From an optimization exercise on the open Yosys and OpenROAD flow, aimed at small area, a short achievable clock period and few clock cycles; shortcuts taken in it are not production practice.
The RTL was checked by simulation tests, not by an equivalence proof against the original design.

Setup of the reference run:
Design comp_step_engine, start of the top module:
module comp_step_engine #(
    parameter int STATE_BYTES = 16,
    parameter int ROM_BYTES   = 82,
    parameter int ADDR_W      = 8,
    parameter int CNT_W       = 8
) (
    input  logic                     clk,
    input  logic                     rst,
    input  logic [8*ROM_BYTES-1:0]   rom,
    input  logic                     cmd_valid,
    output logic                     cmd_ready,
    input  logic [1:0]               cmd_op,
    input  logic                     cmd_rule,
    input  logic [ADDR_W-1:0]        cmd_addr,
    input  logic [CNT_W-1:0]         cmd_count,
    output logic                     busy,
    output logic                     done,
    output logic                     match,
    output logic                     err,
    output logic [8*STATE_BYTES-1:0] state_out
);
    localparam int N     = 8 * STATE_BYTES;
    localparam logic [1:0] OP_LOAD    = 2'd0;
    localparam logic [1:0] OP_STEP    = 2'd1;
    localparam logic [1:0] OP_COMPARE = 2'd2;
    logic             run_q;
    logic [N-1:0]     cells_q, cells_d;
    logic [CNT_W-1:0] rem_q, rem_d;
    logic             rule_q;
    logic             match_q;
    logic             done_q, done_d;
    logic             err_q;
    logic             accept, acc_load, acc_step, acc_cmp;
    logic [N-1:0]     window;
    assign cmd_ready = ~run_q;
    assign busy      = run_q;
    assign accept    = cmd_valid & ~run_q;
    assign acc_load  = accept & (cmd_op == OP_LOAD);
    assign acc_step  = accept & (cmd_op == OP_STEP);
    assign acc_cmp   = accept & (cmd_op == OP_COMPARE);
    assign done      = done_q;
    assign err       = err_q;
    assign match     = match_q;
  ...
==> flow/config.mk <==
export PLATFORM = sky130hd
export DESIGN_NAME = comp_step_engine
export DESIGN_NICKNAME = comp_step_engine
export VERILOG_FILES = /design/flow/design.v
export SDC_FILE = /design/flow/constraint.sdc
export NUM_CORES = 4
export LEC_CHECK = 0
export CAP_MARGIN = 30
export CELL_PAD_IN_SITES_DETAIL_PLACEMENT = 1
export CORE_MARGIN = 2
export CORE_UTILIZATION = 35
export SETUP_SLACK_MARGIN = 4
export SLEW_MARGIN = 30
export SYNTH_HIERARCHICAL = 1
==> flow/constraint.sdc <==
create_clock -name core_clock -period 10.0 [get_ports {clk}]
set_input_delay 2.0000 -clock core_clock [delete_from_list [all_inputs] [get_ports {clk}]]
set_output_delay 2.0000 -clock core_clock [all_outputs]
set_load 0.01 [all_outputs]
standard.sh (not shown) runs the stock make flow with config.mk's settings and CLKGATE_MAP_FILE= SYNTH_SCRIPT=/design/flow/synth_recipe.tcl, a recipe that flattens the netlist after the stock synthesis.
==> flow/flow/run.sh <==
#!/bin/bash
set -euo pipefail
work=$(pwd)
export FLOW_WORK="$work"
export FLOW_ABC_SCRIPT="$work/flow/area.abc"
bash "$work/standard.sh" SYNTH_SCRIPT="$work/flow/synth_wrap.tcl" \
  BUFFER_PORTS_ARGS="-buffer_cell sky130_fd_sc_hd__buf_1" MATCH_CELL_FOOTPRINT=0 finish > "$work/flow_make.log" 2>&1
==> flow/flow/area.abc <==
&get -n
&st
&dch
&nf -R 1000
&put
==> flow/flow/synth_wrap.tcl <==
proc abc {args} {
  set i [lsearch -exact $args -script]
  set area $args
  if { $i >= 0 } { lset area [expr {$i + 1}] $::env(FLOW_ABC_SCRIPT) }
  yosys abc {*}$args $::env(FLOW_TOP)
  yosys abc {*}$area $::env(FLOW_TOP) %n
}
source $::env(FLOW_WORK)/synth_recipe.tcl
Testbench counts of the reference run, summed over its fixed seeds: cycles 7,108.
> inputs changed (the reference run -> the trial run)
--- a/flow/design.v
+++ b/flow/design.v
@@ -39,26 +39,27 @@
     assign acc_step  = accept & (cmd_op == OP_STEP);
     assign acc_cmp   = accept & (cmd_op == OP_COMPARE);
     assign done      = done_q;
     assign err       = err_q;
     assign match     = match_q;
     assign state_out = cells_q;
-    localparam int W65 = 47, W4 = 31, W3 = 23, W2 = 19, W1 = 17;
+    localparam int W6 = 79, W65 = 47, W4 = 31, W3 = 23, W2 = 19, W1 = 17;
+    logic [8*W6-1:0]  t6;
     logic [8*W65-1:0] t65_n;
     logic [8*W4-1:0]  t4;
     logic [8*W3-1:0]  t3_n;
     logic [8*W2-1:0]  t2;
     logic [8*W1-1:0]  t1_n;
     logic [STATE_BYTES-1:0] inrange;
-    wire a6 = cmd_addr[6], a5 = cmd_addr[5];
-    cse_aoi3 #(.W(8*18)) u_s65a (
-        .a(rom[0 +: 8*18]), .b(rom[8*32 +: 8*18]), .c(rom[8*64 +: 8*18]),
-        .sa(~a6 & ~a5), .sb(~a6 & a5), .sc(a6), .yn(t65_n[0 +: 8*18]));
-    cse_aoi2 #(.W(8*29)) u_s65b (
-        .a(rom[8*18 +: 8*29]), .b(rom[8*50 +: 8*29]),
-        .sa(~a5), .sb(a5), .yn(t65_n[8*18 +: 8*29]));
+    cse_ao2 #(.W(8*18)) u_s6 (
+        .a(rom[0 +: 8*18]), .b(rom[8*64 +: 8*18]),
+        .sa(~cmd_addr[6]), .sb(cmd_addr[6]), .y(t6[0 +: 8*18]));
+    assign t6[8*18 +: 8*61] = rom[8*18 +: 8*61];
+    cse_aoi2 #(.W(8*W65)) u_s5 (
+        .a(t6[0 +: 8*W65]), .b(t6[8*32 +: 8*W65]),
+        .sa(~cmd_addr[5]), .sb(cmd_addr[5]), .yn(t65_n));
     cse_oai2 #(.W(8*W4)) u_s4 (
         .an(t65_n[0 +: 8*W4]), .bn(t65_n[8*16 +: 8*W4]),
         .sa(cmd_addr[4]), .sb(~cmd_addr[4]), .y(t4));
     cse_aoi2 #(.W(8*W3)) u_s3 (
         .a(t4[0 +: 8*W3]), .b(t4[8*8 +: 8*W3]),
         .sa(~cmd_addr[3]), .sb(cmd_addr[3]), .yn(t3_n));
@@ -191,12 +192,19 @@
     input  logic [W-1:0] a, b,
     input  logic         sa, sb,
     output logic [W-1:0] yn
 );
     assign yn = ~((a & {W{sa}}) | (b & {W{sb}}));
 endmodule
+module cse_ao2 #(parameter int W = 8) (
+    input  logic [W-1:0] a, b,
+    input  logic         sa, sb,
+    output logic [W-1:0] y
+);
+    assign y = (a & {W{sa}}) | (b & {W{sb}});
+endmodule
 module cse_aoi3 #(parameter int W = 8) (
     input  logic [W-1:0] a, b, c,
     input  logic         sa, sb, sc,
     output logic [W-1:0] yn
 );
     assign yn = ~((a & {W{sa}}) | (b & {W{sb}}) | (c & {W{sc}}));
==> comparison <==
- Pre-CTS setup slack (the trial run over the reference run): increase, 130 ps
- Die area (higher): the trial run
- Compared with the reference run, the trial run shows a lower post-synthesis share of cell area spent on and, or, nand and nor gates.
- The trial run against the reference run; design area is up by a few percent.
- Across both runs, transition time at the pin with the least slew margin was lower for the trial run than for the reference run.
- On share of post-route cells with drive strength above 1, the trial run tracks the reference run almost exactly.
Testbench counts of the trial run, summed over its fixed seeds: cycles 7,108.

static timing again, ports no longer ideal:
Ports are ideal in the flow. The routed layouts listed here were re-timed in OpenROAD.
Step 1 (the two cells are an assumption about what drives the block):
set clk [get_ports {clk}]
set_driving_cell -lib_cell sky130_fd_sc_hd__clkbuf_16 $clk
set_driving_cell -lib_cell sky130_fd_sc_hd__buf_2 [delete_from_list [all_inputs] $clk]
Step 2 times the ports against the registers' clock, not the clock port: input delays grow and output delays shrink by t, the midpoint of the rising clock arrivals with the driver on.
Three values: ideal ports, drivers, drivers and shift; two values: the first two.
run | t (ns) | setup slack, ns | latest minus earliest clock arrival (ns) | cell pins on the clock port's net
the reference run | 0.564 | 3.851 / 3.891 / 3.327 | 0.018 / 0.018 | 1
the trial run | 0.577 | 3.956 / 3.995 / 3.419 | 0.024 / 0.023 | 1
After both steps setup and hold are still met in every run listed. For the trial run, which loses most, drivers alone change the setup slack by +0.039 ns; drivers and shift together by -0.537 ns.
